This is an optimization exercise on Yosys and OpenROAD, whose aim is small area and a short achievable clock period, not a production implementation. Function was checked by simulation only, so behaviour that the tests miss may differ from the original. Power figures rest on the tool's default switching activity, not on a simulated workload.

File: design/flow/design.v
package biq_pkg;
    typedef logic [5-1:0]    iid_t;
    typedef logic [6-1:0]   preg_t;
    typedef logic [7-1:0]    opcode_t;
    typedef logic [7-1:0]     funct7_t;
    typedef logic [3-1:0]     funct3_t;
    typedef logic [64-1:0]     xlen_t;
    typedef logic [5-1:0]   pipe_t;
    typedef logic [2-1:0]    biq_ptr_t;
    typedef logic [3-1:0]    biq_cnt_t;
    typedef logic [4-1:0]    entry_mask_t;
    typedef logic [4-1:0] wake_vld_t;
    typedef preg_t [4-1:0] wake_preg_t;    
endpackage
`timescale 1ns/100ps
module biq_entry (
    input  logic                 clk,
    input  logic                 rst_clk,
    input  logic                 global_flush,
    input  logic                 create,
    input  logic                 issue,
    input  biq_pkg::iid_t        in_iid,
    input  biq_pkg::opcode_t     in_opcode,
    input  biq_pkg::funct7_t     in_funct7,
    input  biq_pkg::funct3_t     in_funct3,
    input  biq_pkg::xlen_t       in_pc,
    input  logic                 in_psrc1_vld,
    input  logic                 in_psrc1_ready,
    input  biq_pkg::preg_t       in_psrc1,
    input  logic                 in_psrc2_vld,
    input  logic                 in_psrc2_ready,
    input  biq_pkg::preg_t       in_psrc2,
    input  logic                 in_pdst_vld,
    input  biq_pkg::preg_t       in_pdst,
    input  logic                 in_imm_vld,
    input  biq_pkg::xlen_t       in_imm,
    input  biq_pkg::wake_vld_t   wake_vld,
    input  logic [4*6-1:0] wake_preg,    
    output logic                 vld,
    output logic                 ready,
    output biq_pkg::iid_t        iid,
    output biq_pkg::opcode_t     opcode,
    output biq_pkg::funct7_t     funct7,
    output biq_pkg::funct3_t     funct3,
    output biq_pkg::xlen_t       pc,
    output logic                 psrc1_vld,
    output biq_pkg::preg_t       psrc1,
    output logic                 psrc2_vld,
    output biq_pkg::preg_t       psrc2,
    output logic                 pdst_vld,
    output biq_pkg::preg_t       pdst,
    output logic                 imm_vld,
    output biq_pkg::xlen_t       imm
);
    logic psrc1_rdy;
    logic psrc2_rdy;
    logic wake_hit1;
    logic wake_hit2;
    always_comb
    begin
        wake_hit1 = 1'b0;
        wake_hit2 = 1'b0;
        for (int i = 0; i < 4; i++)
        begin
            if (wake_vld[i] && (wake_preg[i*6 +: 6] == (create ? in_psrc1 : psrc1)))
                wake_hit1 = 1'b1;
            if (wake_vld[i] && (wake_preg[i*6 +: 6] == (create ? in_psrc2 : psrc2)))
                wake_hit2 = 1'b1;
        end
    end
    always_ff @(posedge clk or negedge rst_clk)
    begin
        if (!rst_clk)
        begin
            vld       <= 1'b0;
            psrc1_rdy <= 1'b0;
            psrc2_rdy <= 1'b0;
        end
        else if (global_flush)
        begin
            vld       <= 1'b0;
            psrc1_rdy <= 1'b0;
            psrc2_rdy <= 1'b0;
        end
        else if (create)
        begin
            vld       <= 1'b1;
            psrc1_rdy <= ~in_psrc1_vld | in_psrc1_ready | wake_hit1;    
            psrc2_rdy <= ~in_psrc2_vld | in_psrc2_ready | wake_hit2;
        end
        else if (issue)
            vld <= 1'b0;
        else
        begin
            psrc1_rdy <= psrc1_rdy | wake_hit1;
            psrc2_rdy <= psrc2_rdy | wake_hit2;
        end
    end
    always_ff @(posedge clk)
    begin
        if (create)
        begin
            iid       <= in_iid;
            opcode    <= in_opcode;
            funct7    <= in_funct7;
            funct3    <= in_funct3;
            pc        <= in_pc;
            psrc1_vld <= in_psrc1_vld;
            psrc1     <= in_psrc1;
            psrc2_vld <= in_psrc2_vld;
            psrc2     <= in_psrc2;
            pdst_vld  <= in_pdst_vld;
            pdst      <= in_pdst;
            imm_vld   <= in_imm_vld;
            imm       <= in_imm;
        end
    end
    assign ready = vld & psrc1_rdy & psrc2_rdy;
endmodule
`timescale 1ns/100ps
module biq_ctrl (
    input  logic                 clk,
    input  logic                 rst_clk,
    input  logic                 global_flush,
    input  logic                 in_vld,
    input  biq_pkg::pipe_t       in_pipe,
    input  logic                 dispatch_stall,
    input  biq_pkg::entry_mask_t entry_ready,
    output biq_pkg::entry_mask_t create_sel,
    output biq_pkg::entry_mask_t issue_sel,
    output logic                 biq_vld,
    output logic                 biq_stall
);
    biq_pkg::biq_ptr_t head_ptr;
    biq_pkg::biq_ptr_t tail_ptr;
    biq_pkg::biq_cnt_t cnt;
    logic     create_vld;
    assign create_vld = in_vld & in_pipe[2] & ~dispatch_stall & ~biq_stall;
    assign create_sel = {4{create_vld}} & (biq_pkg::entry_mask_t'(1) << tail_ptr);
    assign issue_sel  = entry_ready & (biq_pkg::entry_mask_t'(1) << head_ptr);    
    assign biq_vld   = |issue_sel;
    assign biq_stall = (cnt == biq_pkg::biq_cnt_t'(4));
    always_ff @(posedge clk or negedge rst_clk)
    begin
        if (!rst_clk)
        begin
            head_ptr <= '0;
            tail_ptr <= '0;
        end
        else if (global_flush)
        begin
            head_ptr <= '0;
            tail_ptr <= '0;
        end
        else
        begin
            if (biq_vld)
                head_ptr <= head_ptr + 1'b1;      
            if (create_vld)
                tail_ptr <= tail_ptr + 1'b1;
        end
    end
    always_ff @(posedge clk or negedge rst_clk)
    begin
        if (!rst_clk)
            cnt <= '0;
        else if (global_flush)
            cnt <= '0;
        else
        begin
            case ({create_vld, biq_vld})
                2'b10:   cnt <= cnt + 1'b1;
                2'b01:   cnt <= cnt - 1'b1;
                default: cnt <= cnt;              
            endcase
        end
    end
endmodule
`timescale 1ns/100ps
module biq_issue_sel (
    input  biq_pkg::entry_mask_t                  issue_sel,
    input  biq_pkg::iid_t    [4-1:0]     entry_iid,
    input  biq_pkg::opcode_t [4-1:0]     entry_opcode,
    input  biq_pkg::funct7_t [4-1:0]     entry_funct7,
    input  biq_pkg::funct3_t [4-1:0]     entry_funct3,
    input  biq_pkg::xlen_t   [4-1:0]     entry_pc,
    input  biq_pkg::entry_mask_t                  entry_psrc1_vld,
    input  biq_pkg::preg_t   [4-1:0]     entry_psrc1,
    input  biq_pkg::entry_mask_t                  entry_psrc2_vld,
    input  biq_pkg::preg_t   [4-1:0]     entry_psrc2,
    input  biq_pkg::entry_mask_t                  entry_pdst_vld,
    input  biq_pkg::preg_t   [4-1:0]     entry_pdst,
    input  biq_pkg::entry_mask_t                  entry_imm_vld,
    input  biq_pkg::xlen_t   [4-1:0]     entry_imm,
    output biq_pkg::iid_t                         biq_iid,
    output biq_pkg::opcode_t                      biq_opcode,
    output biq_pkg::funct7_t                      biq_funct7,
    output biq_pkg::funct3_t                      biq_funct3,
    output biq_pkg::xlen_t                        biq_pc,
    output logic                                  biq_psrc1_vld,
    output biq_pkg::preg_t                        biq_psrc1,
    output logic                                  biq_psrc2_vld,
    output biq_pkg::preg_t                        biq_psrc2,
    output logic                                  biq_pdst_vld,
    output biq_pkg::preg_t                        biq_pdst,
    output logic                                  biq_imm_vld,
    output biq_pkg::xlen_t                        biq_imm
);
    always_comb
    begin
        biq_iid    = '0;
        biq_opcode = '0;
        biq_funct7 = '0;
        biq_funct3 = '0;
        biq_pc     = '0;
        biq_psrc1  = '0;
        biq_psrc2  = '0;
        biq_pdst   = '0;
        biq_imm    = '0;
        for (int i = 0; i < 4; i++)
        begin
            biq_iid    = biq_iid    | (entry_iid[i]    & {5{issue_sel[i]}});
            biq_opcode = biq_opcode | (entry_opcode[i] & {7{issue_sel[i]}});
            biq_funct7 = biq_funct7 | (entry_funct7[i] & {7{issue_sel[i]}});
            biq_funct3 = biq_funct3 | (entry_funct3[i] & {3{issue_sel[i]}});
            biq_pc     = biq_pc     | (entry_pc[i]     & {64{issue_sel[i]}});
            biq_psrc1  = biq_psrc1  | (entry_psrc1[i]  & {6{issue_sel[i]}});
            biq_psrc2  = biq_psrc2  | (entry_psrc2[i]  & {6{issue_sel[i]}});
            biq_pdst   = biq_pdst   | (entry_pdst[i]   & {6{issue_sel[i]}});
            biq_imm    = biq_imm    | (entry_imm[i]    & {64{issue_sel[i]}});
        end
    end
    assign biq_psrc1_vld = |(entry_psrc1_vld & issue_sel);
    assign biq_psrc2_vld = |(entry_psrc2_vld & issue_sel);
    assign biq_pdst_vld  = |(entry_pdst_vld & issue_sel);
    assign biq_imm_vld   = |(entry_imm_vld & issue_sel);
endmodule
`timescale 1ns/100ps
module biq_top (
    input  logic                 clk,
    input  logic                 rst_clk,
    input  logic                 global_flush,
    input  logic                 dispatch_stall,
    input  logic                 in_vld,
    input  biq_pkg::pipe_t       in_pipe,
    input  biq_pkg::iid_t        in_iid,
    input  biq_pkg::opcode_t     in_opcode,
    input  biq_pkg::funct7_t     in_funct7,
    input  biq_pkg::funct3_t     in_funct3,
    input  biq_pkg::xlen_t       in_pc,
    input  logic                 in_psrc1_vld,
    input  logic                 in_psrc1_ready,
    input  biq_pkg::preg_t       in_psrc1,
    input  logic                 in_psrc2_vld,
    input  logic                 in_psrc2_ready,
    input  biq_pkg::preg_t       in_psrc2,
    input  logic                 in_pdst_vld,
    input  biq_pkg::preg_t       in_pdst,
    input  logic                 in_imm_vld,
    input  biq_pkg::xlen_t       in_imm,
    input  biq_pkg::wake_vld_t   wake_vld,
    input  biq_pkg::wake_preg_t  wake_preg,
    output logic                 biq_stall,
    output logic                 biq_vld,
    output biq_pkg::iid_t        biq_iid,
    output biq_pkg::opcode_t     biq_opcode,
    output biq_pkg::funct7_t     biq_funct7,
    output biq_pkg::funct3_t     biq_funct3,
    output biq_pkg::xlen_t       biq_pc,
    output logic                 biq_psrc1_vld,
    output biq_pkg::preg_t       biq_psrc1,
    output logic                 biq_psrc2_vld,
    output biq_pkg::preg_t       biq_psrc2,
    output logic                 biq_pdst_vld,
    output biq_pkg::preg_t       biq_pdst,
    output logic                 biq_imm_vld,
    output biq_pkg::xlen_t       biq_imm
);
    biq_pkg::entry_mask_t                  create_sel;
    biq_pkg::entry_mask_t                  issue_sel;
    biq_pkg::entry_mask_t                  entry_ready;
    biq_pkg::entry_mask_t                  entry_psrc1_vld;
    biq_pkg::entry_mask_t                  entry_psrc2_vld;
    biq_pkg::entry_mask_t                  entry_pdst_vld;
    biq_pkg::entry_mask_t                  entry_imm_vld;
    biq_pkg::iid_t    [4-1:0]     entry_iid;
    biq_pkg::opcode_t [4-1:0]     entry_opcode;
    biq_pkg::funct7_t [4-1:0]     entry_funct7;
    biq_pkg::funct3_t [4-1:0]     entry_funct3;
    biq_pkg::xlen_t   [4-1:0]     entry_pc;
    biq_pkg::preg_t   [4-1:0]     entry_psrc1;
    biq_pkg::preg_t   [4-1:0]     entry_psrc2;
    biq_pkg::preg_t   [4-1:0]     entry_pdst;
    biq_pkg::xlen_t   [4-1:0]     entry_imm;
    biq_ctrl u_ctrl (
        .clk            (clk),
        .rst_clk        (rst_clk),
        .global_flush   (global_flush),
        .in_vld         (in_vld),
        .in_pipe        (in_pipe),
        .dispatch_stall (dispatch_stall),
        .entry_ready    (entry_ready),
        .create_sel     (create_sel),
        .issue_sel      (issue_sel),
        .biq_vld        (biq_vld),
        .biq_stall      (biq_stall)
    );
    biq_entry u_entry0 (
        .create    (create_sel[0]),
        .issue     (issue_sel[0]),
        .vld       (),                     
        .ready     (entry_ready[0]),
        .iid       (entry_iid[0]),
        .opcode    (entry_opcode[0]),
        .funct7    (entry_funct7[0]),
        .funct3    (entry_funct3[0]),
        .pc        (entry_pc[0]),
        .psrc1_vld (entry_psrc1_vld[0]),
        .psrc1     (entry_psrc1[0]),
        .psrc2_vld (entry_psrc2_vld[0]),
        .psrc2     (entry_psrc2[0]),
        .pdst_vld  (entry_pdst_vld[0]),
        .pdst      (entry_pdst[0]),
        .imm_vld   (entry_imm_vld[0]),
        .imm       (entry_imm[0]),
        .clk            (clk),
        .rst_clk        (rst_clk),
        .global_flush   (global_flush),
        .in_iid         (in_iid),
        .in_opcode      (in_opcode),
        .in_funct7      (in_funct7),
        .in_funct3      (in_funct3),
        .in_pc          (in_pc),
        .in_psrc1_vld   (in_psrc1_vld),
        .in_psrc1_ready (in_psrc1_ready),
        .in_psrc1       (in_psrc1),
        .in_psrc2_vld   (in_psrc2_vld),
        .in_psrc2_ready (in_psrc2_ready),
        .in_psrc2       (in_psrc2),
        .in_pdst_vld    (in_pdst_vld),
        .in_pdst        (in_pdst),
        .in_imm_vld     (in_imm_vld),
        .in_imm         (in_imm),
        .wake_vld       (wake_vld),
        .wake_preg      (wake_preg)
    );
    biq_entry u_entry1 (
        .create    (create_sel[1]),
        .issue     (issue_sel[1]),
        .vld       (),
        .ready     (entry_ready[1]),
        .iid       (entry_iid[1]),
        .opcode    (entry_opcode[1]),
        .funct7    (entry_funct7[1]),
        .funct3    (entry_funct3[1]),
        .pc        (entry_pc[1]),
        .psrc1_vld (entry_psrc1_vld[1]),
        .psrc1     (entry_psrc1[1]),
        .psrc2_vld (entry_psrc2_vld[1]),
        .psrc2     (entry_psrc2[1]),
        .pdst_vld  (entry_pdst_vld[1]),
        .pdst      (entry_pdst[1]),
        .imm_vld   (entry_imm_vld[1]),
        .imm       (entry_imm[1]),
        .clk            (clk),
        .rst_clk        (rst_clk),
        .global_flush   (global_flush),
        .in_iid         (in_iid),
        .in_opcode      (in_opcode),
        .in_funct7      (in_funct7),
        .in_funct3      (in_funct3),
        .in_pc          (in_pc),
        .in_psrc1_vld   (in_psrc1_vld),
        .in_psrc1_ready (in_psrc1_ready),
        .in_psrc1       (in_psrc1),
        .in_psrc2_vld   (in_psrc2_vld),
        .in_psrc2_ready (in_psrc2_ready),
        .in_psrc2       (in_psrc2),
        .in_pdst_vld    (in_pdst_vld),
        .in_pdst        (in_pdst),
        .in_imm_vld     (in_imm_vld),
        .in_imm         (in_imm),
        .wake_vld       (wake_vld),
        .wake_preg      (wake_preg)
    );
    biq_entry u_entry2 (
        .create    (create_sel[2]),
        .issue     (issue_sel[2]),
        .vld       (),
        .ready     (entry_ready[2]),
        .iid       (entry_iid[2]),
        .opcode    (entry_opcode[2]),
        .funct7    (entry_funct7[2]),
        .funct3    (entry_funct3[2]),
        .pc        (entry_pc[2]),
        .psrc1_vld (entry_psrc1_vld[2]),
        .psrc1     (entry_psrc1[2]),
        .psrc2_vld (entry_psrc2_vld[2]),
        .psrc2     (entry_psrc2[2]),
        .pdst_vld  (entry_pdst_vld[2]),
        .pdst      (entry_pdst[2]),
        .imm_vld   (entry_imm_vld[2]),
        .imm       (entry_imm[2]),
        .clk            (clk),
        .rst_clk        (rst_clk),
        .global_flush   (global_flush),
        .in_iid         (in_iid),
        .in_opcode      (in_opcode),
        .in_funct7      (in_funct7),
        .in_funct3      (in_funct3),
        .in_pc          (in_pc),
        .in_psrc1_vld   (in_psrc1_vld),
        .in_psrc1_ready (in_psrc1_ready),
        .in_psrc1       (in_psrc1),
        .in_psrc2_vld   (in_psrc2_vld),
        .in_psrc2_ready (in_psrc2_ready),
        .in_psrc2       (in_psrc2),
        .in_pdst_vld    (in_pdst_vld),
        .in_pdst        (in_pdst),
        .in_imm_vld     (in_imm_vld),
        .in_imm         (in_imm),
        .wake_vld       (wake_vld),
        .wake_preg      (wake_preg)
    );
    biq_entry u_entry3 (
        .create    (create_sel[3]),
        .issue     (issue_sel[3]),
        .vld       (),
        .ready     (entry_ready[3]),
        .iid       (entry_iid[3]),
        .opcode    (entry_opcode[3]),
        .funct7    (entry_funct7[3]),
        .funct3    (entry_funct3[3]),
        .pc        (entry_pc[3]),
        .psrc1_vld (entry_psrc1_vld[3]),
        .psrc1     (entry_psrc1[3]),
        .psrc2_vld (entry_psrc2_vld[3]),
        .psrc2     (entry_psrc2[3]),
        .pdst_vld  (entry_pdst_vld[3]),
        .pdst      (entry_pdst[3]),
        .imm_vld   (entry_imm_vld[3]),
        .imm       (entry_imm[3]),
        .clk            (clk),
        .rst_clk        (rst_clk),
        .global_flush   (global_flush),
        .in_iid         (in_iid),
        .in_opcode      (in_opcode),
        .in_funct7      (in_funct7),
        .in_funct3      (in_funct3),
        .in_pc          (in_pc),
        .in_psrc1_vld   (in_psrc1_vld),
        .in_psrc1_ready (in_psrc1_ready),
        .in_psrc1       (in_psrc1),
        .in_psrc2_vld   (in_psrc2_vld),
        .in_psrc2_ready (in_psrc2_ready),
        .in_psrc2       (in_psrc2),
        .in_pdst_vld    (in_pdst_vld),
        .in_pdst        (in_pdst),
        .in_imm_vld     (in_imm_vld),
        .in_imm         (in_imm),
        .wake_vld       (wake_vld),
        .wake_preg      (wake_preg)
    );
    biq_issue_sel u_sel (
        .issue_sel       (issue_sel),
        .entry_iid       (entry_iid),
        .entry_opcode    (entry_opcode),
        .entry_funct7    (entry_funct7),
        .entry_funct3    (entry_funct3),
        .entry_pc        (entry_pc),
        .entry_psrc1_vld (entry_psrc1_vld),
        .entry_psrc1     (entry_psrc1),
        .entry_psrc2_vld (entry_psrc2_vld),
        .entry_psrc2     (entry_psrc2),
        .entry_pdst_vld  (entry_pdst_vld),
        .entry_pdst      (entry_pdst),
        .entry_imm_vld   (entry_imm_vld),
        .entry_imm       (entry_imm),
        .biq_iid         (biq_iid),
        .biq_opcode      (biq_opcode),
        .biq_funct7      (biq_funct7),
        .biq_funct3      (biq_funct3),
        .biq_pc          (biq_pc),
        .biq_psrc1_vld   (biq_psrc1_vld),
        .biq_psrc1       (biq_psrc1),
        .biq_psrc2_vld   (biq_psrc2_vld),
        .biq_psrc2       (biq_psrc2),
        .biq_pdst_vld    (biq_pdst_vld),
        .biq_pdst        (biq_pdst),
        .biq_imm_vld     (biq_imm_vld),
        .biq_imm         (biq_imm)
    );
endmodule
File: design/flow/run.sh
#!/bin/bash
# synth_recipe.tcl (not shown) runs the flow's synth.tcl, then flattens the netlist and writes it again
# the make line also repeats each setting of config.mk as NAME=value (left out here)
make -C /OpenROAD-flow-scripts/flow DESIGN_CONFIG=/design/flow/config.mk WORK_HOME=/design/flow/orfs CLKGATE_MAP_FILE= SYNTH_SCRIPT=/design/flow/synth_recipe.tcl finish
File: design/flow/constraint.sdc
create_clock -name core_clock -period 4.0 [get_ports {clk}]
set_input_delay 0.8000 -clock core_clock [delete_from_list [all_inputs] [get_ports {clk}]]
set_output_delay 0.8000 -clock core_clock [all_outputs]
set_load 0.01 [all_outputs]
File: design/flow/config.mk
export PLATFORM = sky130hd
export DESIGN_NAME = biq_top
export DESIGN_NICKNAME = biq_top
export VERILOG_FILES = /design/flow/design.v
export SDC_FILE = /design/flow/constraint.sdc
export NUM_CORES = 4
export LEC_CHECK = 0
export CAP_MARGIN = 20
export CORE_MARGIN = 2
export CORE_UTILIZATION = 40
export SLEW_MARGIN = 20
==> run summary <==
==> placed cells by master, fill, tap and decap left out, types with 7 or more instances in the layout <==
master           Yosys  final
a2111oi_0            8      8
a21oi_1             33     33
a221oi_1             7      7
a22oi_1            346    346
a31oi_1             14     14
buf_12               1     19
buf_4                1     81
clkbuf_1           108     13
clkbuf_16            0     78
clkdlybuf4s50_1      0    381
clkinv_1             2     16
dfrtp_1             19     19
dfxtp_1             48     48
edfxtp_1           640    640
ha_1                 8      8
inv_1               71     71
mux2i_1             18     18
nand2_1            196    196
nand2b_1             9      9
nand3_1             17     17
nand4_1             15     15
nor2_1              22     22
nor3_1               8      8
nor4_1              22     22
o2111ai_1            9      9
o21ai_0             32     32
o221ai_1             9      9
or4_1                9      9
xnor2_1            107    107
xor2_1              80     80
==> per-layer routing <==
layer  track usage (%)  wire (um)  part of all wire, %  up-vias
li1                  -          -                    -     8454
met1              28.7      33700                   39     9407
met2              36.4      41800                   49      834
met3              5.72       7390                  8.6      198
met4              9.36       2910                  3.4       20
met5                 0        124                 0.14        -
==> area by class of cell <==
class                           count  area [um^2]
Fill cell                        5970        34700
Inverter                           78          325
Clock inverter                     38          384
Tap cell                          950         1190
Sequential cell                   707        20700
Timing Repair Buffer              481         4800
Antenna cell                        6         15.0
Clock buffer                       91         2000
Multi-Input combinational cell   1050         7340
==> worst max-delay path, stage by stage (launching register included) <==
cell             delay (ns)
dfrtp_1                0.40
ha_1                   0.18
and4_4                 0.49
buf_12                 0.36
a22oi_1                0.15
nand2_1                0.10
clkdlybuf4s50_1        0.63
==> timing repair <==
item / in CTS / in global routing
gates resized for setup: 0 / 0
setup endpoints to repair: 0 / 21
setup buffers: 0 / 4
==> sequential cells by signal, summed over array words and instances (netlist names), 7 cells and up <==
signal	flops
u_entry1.opcode	7
u_entry0.opcode	7
u_entry2.opcode	7
u_entry0.funct7	7
u_entry0.imm	64
u_entry3.opcode	7
u_entry3.imm	64
u_entry1.pc	64
u_entry2.pc	64
u_entry1.funct7	7
u_entry1.imm	64
u_entry2.imm	64
u_entry0.pc	64
u_entry3.pc	64
u_entry3.funct7	7
u_entry2.funct7	7
==> report_power, final <==
group	internal, uW	switching (uW)
sequential	8210	132
clock	3960	2830
combinational	506	599
total	12700	3570
==> cells by family after synthesis <==
family | Yosys count | share of synthesized area (%)
buffers and inverters | 213 | 2.91
adders and majority gates | 9 | 0.417
muxes | 33 | 1.50
xor gates and xnor gates | 187 | 5.68
AOI/OAI and AO/OA | 492 | 12.4
DFF | 707 | 71.7
and+or+nand+nor | 328 | 5.39
==> final timing paths <==
kind / end / cells after the start / slack [ns] / from
max: biq_imm[25] / 6 / 0.21 / u_ctrl.head_ptr[1]$_DFFE_PN0P_
max in group asynchronous: u_entry2.vld$_DFFE_PN0P_ / 2 / 3.15 / rst_clk
min in group asynchronous: u_entry1.psrc2_rdy$_DFFE_PN0P_ / 2 / 0.58 / rst_clk
max reg2reg: u_entry2.psrc2_rdy$_DFFE_PN0P_ / 10 / 0.83 / u_ctrl.cnt[2]$_DFFE_PN0P_
min reg2reg: u_entry0.vld$_DFFE_PN0P_ / 2 / 0.55 / u_entry0.vld$_DFFE_PN0P_
min: u_entry0.vld$_DFFE_PN0P_ / 2 / 0.55 / u_entry0.vld$_DFFE_PN0P_
==> stage by stage <==
stage,utilization (%),instance area [um^2],power (uW),std cells
2_1_floorplan,-,28800,9010,1969
3_3_place_gp,48.0,34300,9550,3261
3_5_place_dp,48.0,34300,9570,3261
4_1_cts,51.3,36600,16400,3390
5_1_grt,51.4,36700,16700,3400
6_report,51.4,36700,16200,3401
==> flow_summary.yaml <==
setup_path:
  startpoint_type: "flop"
  cp.required_ns: 3.20
  worstPathMaxFanout: 64
  crit_arrival_ns: 2.99
  crit_path_end_kind: "output pin"
  crit_type: "reg -> out"
flow_run:
  cap_violations: 0
logic_synthesis:
  synth.distinct_cells: 72
  ys_warn_count: 3
  synth.top_cells.by_area: "edfxtp_1 67%, a22oi_1 9.0%, dfxtp_1 3.3%"
  yosys_register_bits: 707
  yosys_most_used_dff: "edfxtp_1"
  yosys.area.top_type_share_pct: 66.7
  synth-async-reset-ratio_pct: 2.69
  synth_common_cells: "640 x edfxtp_1, 346 x a22oi_1, 196 x nand2_1"
  synth-edff-count: 640
  syn_inst: 1969
  synth.most_common_cell: "edfxtp_1"
  syn-num-nets: 2190
  avgSynthCellArea_um2: 14.6
  yosys.area.top_type: "edfxtp_1"
  syn-cell-area_um2: 28800
  yosysSeqAreaShare_pct: 71.7
timing:
  holdWs_ns: 0.545
  drv_slew: 0
  worst_pin_slew_ns: 0.980
  period_needed_ns: 3.79
  worst_slack_ns: 0.207
  fmax_mhz: 264
  hold_viol: 0
  grt_setup_unrepaired: "false"
  fin_crit_sh_pct: 94.8
  fin_skew_ns: 0.0201
  setup_viol: 0
  slew_headroom_pct: 34.5
  final.setup.tns_ns: 0
layout:
  syn2layout_area_growth_pct: 27.4
  nets: 2616
  drive_gt1_share_pct: 9.61
min_path:
  hold_path_class: "reg -> reg"
outcome:
  status: "timing/DRC/antenna clean"
route:
  drt-initial-drc-count: 1733
  ant_nets: 0
  dr.pass1.iters: 5
  drc: 0
  via_per_inst: 5.56
  wl_um: 85900
  wl_per_cell_um: 25.2
  num_vias: 18900
global_route:
  grt_max_degree: 115
  grt_pass1_vias: 18700
  grt_overflow_total: 0
  grt_usage_pct: 22.4
  antenna_found_initial: 15
  grt_pass1_wl_um: 124000
clock_network:
  clk_latency_ns: 0.61
  numCtsBuffers: 77
  htreeDepth: 3
  hold_buffers: 0
  cts_tree: "yes"
  cts_max_path_buffers: 3
  path_clk_slew_ns: 0.06
  root_buffer: "clkbuf_16"
  cts_sinks: 707
pwr:
  p_per_area_nw_per_um2: 442
  ir_drop_mv: 0.308
  p_leak_uw: 0.0127
floorplan:
  placeableCoreArea_um2: 71400
  num_rows: 98
  die_h_um: 272
  die_area_um2: 74200
  start_util_pct: 40.4
  io_pins: 386
  die_w_um: 272
placement:
  gp_routability_congestion: 1.04
  dpl.hpwl_um: 54000
  pre_cts_slack_ns: 0.397
  portBuffers: 381

[port drivers added, routing unchanged]
Ports are ideal in the flow. The routed layout listed here was re-timed in OpenROAD. Step 1: set_driving_cell puts a clkbuf_16 on clk and a buf_2 on each other input, an assumption about the parent block. Step 2 times the ports against the registers' clock, not the clock port: input delays grow and output delays shrink by t, the midpoint of the rising clock arrivals with the driver on. Slacks: ideal / step 1 / step 2; pairs: ideal / step 1.
shift t [ns]: 0.669
slack for setup (ns): 0.207 / 0.143 / 0.342
hold slack, ns: 0.545 / 0.543 / 0.545
clock arrival spread, ns: 0.029 / 0.029
After both steps setup and hold are still met in this run. The setup slack of this run moves by -0.064 ns with the drivers and by +0.135 ns with both steps.
